This is an optimization exercise on Yosys and OpenROAD, whose aim is small area, a short achievable clock period and few clock cycles per item, not a production implementation.
In this exercise RTL edits were held to simulation tests only and were not proved equivalent to the original.
Power figures rest on the tool's default switching activity, not on a simulated workload.

## maple
## fft_mask_mult_pipe
module fft_mask_mult_pipe (
    input  logic               clk_i,
    input  logic               rst_i,
    input  logic               clr_i,
    input  logic               in_valid_i,
    output logic               in_ready_o,
    input  logic signed [15:0] in_re_i,
    input  logic signed [15:0] in_im_i,
    input  logic signed [15:0] mask_i,
    input  logic               in_last_i,
    output logic               out_valid_o,
    input  logic               out_ready_i,
    output logic signed [15:0] out_re_o,
    output logic signed [15:0] out_im_o,
    output logic [8:0]         out_bin_o,
    output logic               out_last_o,
    output logic               sat_o,
    output logic               frame_err_o
);
    logic        en, accept, last_v;
    logic [8:0]  cnt_q, cnt_d, cnt_inc;
    logic        ferr_q, ferr_d, sat_q, sat_d;
    assign en         = !last_v || out_ready_i;
    assign in_ready_o = en;
    assign accept     = in_valid_i && en;
    assign cnt_inc = cnt_q[8] ? 9'd0 : cnt_q + 9'd1;
    always_comb begin
        cnt_d  = cnt_q;
        ferr_d = ferr_q;
        if (accept) begin
            if (clr_i) begin
                cnt_d = 9'd1;
            end else if (in_last_i && !cnt_q[8]) begin
                ferr_d = 1'b1;
                cnt_d  = 9'd0;
            end else begin
                if (!in_last_i && cnt_q[8]) ferr_d = 1'b1;
                cnt_d = cnt_inc;
            end
        end else if (clr_i) begin
            cnt_d = 9'd0;
        end
        if (clr_i) ferr_d = 1'b0;
    end
    logic        fi_m, fi_re, fi_im;
    assign fi_m  = (mask_i == 16'h8000);
    assign fi_re = fi_m && (in_re_i == 16'h8000);
    assign fi_im = fi_m && (in_im_i == 16'h8000);
    logic [7:0] i_one, i_two, i_neg;
    logic [16:0] i_mext;
  ...
clock: 7.0 ns
lec_check: 0
abc_area: 1
cap_margin: 20
core_margin: 2
core_utilization: 40
cts_buf_list: sky130_fd_sc_hd__clkbuf_16 sky130_fd_sc_hd__clkbuf_8
cts_cluster_diameter: 100
cts_cluster_size: 30
setup_slack_margin: 3.9
slew_margin: 20
tns_end_percent: 20
standard.sh (not shown) runs the stock make flow with config.mk's settings and CLKGATE_MAP_FILE= SYNTH_SCRIPT=/design/flow/synth_recipe.tcl, a recipe that flattens the netlist after the stock synthesis.
==> flow/flow/run.sh <==
#!/bin/bash
# Own layout flow: the standard flow, with two changes.
#  1. After the standard synthesis, flow/fixpol.py re-chooses the polarity of
#     full-adder, xor and De Morgan-dual cells so fewer inverters remain, and
#     dissolves synthesis buffers (the placer re-buffers); the netlist's
#     function, registers and ports are unchanged.
#  2. Ports are buffered with buf_1 cells (BUFFER_PORTS_ARGS) instead of the
#     default pick.
# Each tool's full output goes to a log file in this folder.
set -euo pipefail
R=orfs/results/sky130hd/fft_mask_mult_pipe/base
export BUFFER_PORTS_ARGS="-buffer_cell sky130_fd_sc_hd__buf_1"
bash standard.sh synth > synth.log 2>&1
cp $R/1_2_yosys.v 1_2_yosys_standard.v
python3 flow/fixpol.py $FLOW_HOME/platforms/sky130hd/lib/sky130_fd_sc_hd__tt_025C_1v80.lib $R/1_2_yosys.v 0.5 > fixpol.log 2>&1
rm -f $R/1_synth.odb $R/1_synth.sdc
bash standard.sh synth > synth_odb.log 2>&1
bash standard.sh finish > finish.log 2>&1
Other scripts of this flow, unchanged in this note and not shown: flow/flow/fixpol.py
maple ran to completion and came out clean on the timing, DRC and antenna checks.
Testbench counts of maple, summed over its fixed seeds: cycles 32,920, items 32,896.
### maple -> quartz
- changing SETUP_SLACK_MARGIN from 3.9 to 3.7
Results
- quartz: done, clean on timing, DRC and antenna
- maple -> quartz: count of plain and timing-repair buffers decreased by more than 10%
- Against maple as the reference, quartz delivers a lower maximum clock frequency.
- Average wire per cell in the routed design delta for quartz relative to maple: about 1% lower
- Combinational share of power ends up higher on maple.
- Compare quartz and maple | worst setup slack lower: quartz
- According to the power report, total power for quartz is lower than for maple.
- The more densely filled core belongs to maple, not quartz.
- maple → quartz: depth of the critical timing path with buffers and inverters included down 3; multi-input gate share of total cell area up 1.0 points; total overflow reported by the global router flat.
- The post-route standard cell area excluding fillers of quartz was superior to that of maple.
The following lists how violet was set up differently from quartz:
- SETUP_SLACK_MARGIN changed from 3.7 to 3.5
Run comparison: quartz endpoint of the most critical setup path in_ready_o; violet endpoint of the most critical setup path b_im_b[10]
violet vs quartz, cell at the slowest stage of the critical path: sky130_fd_sc_hd__edfxtp_1 vs sky130_fd_sc_hd__nor2_4
violet vs quartz: static leakage down
Summary of violet over quartz: worst hold slack now sits at about the same level; final area now sits lower; sequential share of layout area now sits higher; sum of routed wire segments on met1 now sits lower.
Row non-clock buffer count: violet lower / quartz higher
quartz and violet ended up with nearly the same switching power as a share of total power.
From quartz to violet the numbers moved as follows: multi-input combinational area share went up; area growth from synthesis to final layout went down.

========
== lane 1 ==
Starting RTL as in the previous note.
clock: 7.0 ns
lec_check: 0
abc_area: 1
cap_margin: 20
core_margin: 2
core_utilization: 40
cts_buf_list: sky130_fd_sc_hd__clkbuf_16 sky130_fd_sc_hd__clkbuf_8
cts_cluster_diameter: 100
cts_cluster_size: 30
setup_slack_margin: 3.7
slew_margin: 20
tns_end_percent: 5
Scripts as last shown in full above: flow/flow/run.sh
Other scripts of this flow, unchanged in this note and not shown: flow/flow/fixpol.py
Testbench counts of lane 1, summed over its fixed seeds: cycles 32,920, items 32,896.
[inputs] lane 2 vs lane 1
- SETUP_SLACK_MARGIN now 3.8, was 3.7
- TNS_END_PERCENT now 20, was 5
- PLACE_DENSITY now 0.75, previously not set
### Flow results
Lane 2: flow completed, timing, DRC and antenna clean
From lane 1 to lane 2 the numbers moved as follows: proportion of cell area occupied by registers has decreased, combinational power share went up, met3 layer wire length in the routed design now sits higher.
Global-route usage (lane 2 over lane 1): decrease, 0.46 points
Lane 2 consumes more power than lane 1 does.
Between lane 1 and lane 2, clock-buffer cell count is higher for lane 1, lane 2 comes in under that.

static timing again, ports no longer ideal:
No port has a modelled driver above. Below, the same layouts with a new extraction and two added sets of constraints. Step 1, drivers: a clkbuf_16 drives clk_i and a buf_2 each remaining input, both assumed. Step 2 times the ports against the registers' clock, not the clock port: input delays grow and output delays shrink by t, the midpoint of the rising clock arrivals with the driver on. Three values: no drivers, after step 1, after step 2; two values: the first two.
run | t (ns) | setup WS [ns] | cell pins on the clock port's net
maple | 0.566 | 3.829 / 3.816 / 3.732 | 1
quartz | 0.570 | 3.698 / 3.677 / 3.677 | 1
violet | 0.574 | 3.547 / 3.547 / 3.547 | 1
lane 1 | 0.571 | 3.698 / 3.677 / 3.677 | 1
lane 2 | 0.544 | 3.807 / 3.798 / 3.703 | 1
After both steps every run listed still meets setup and hold. For lane 2, which loses most, drivers alone change the setup slack by -0.009 ns; drivers and shift together by -0.104 ns.
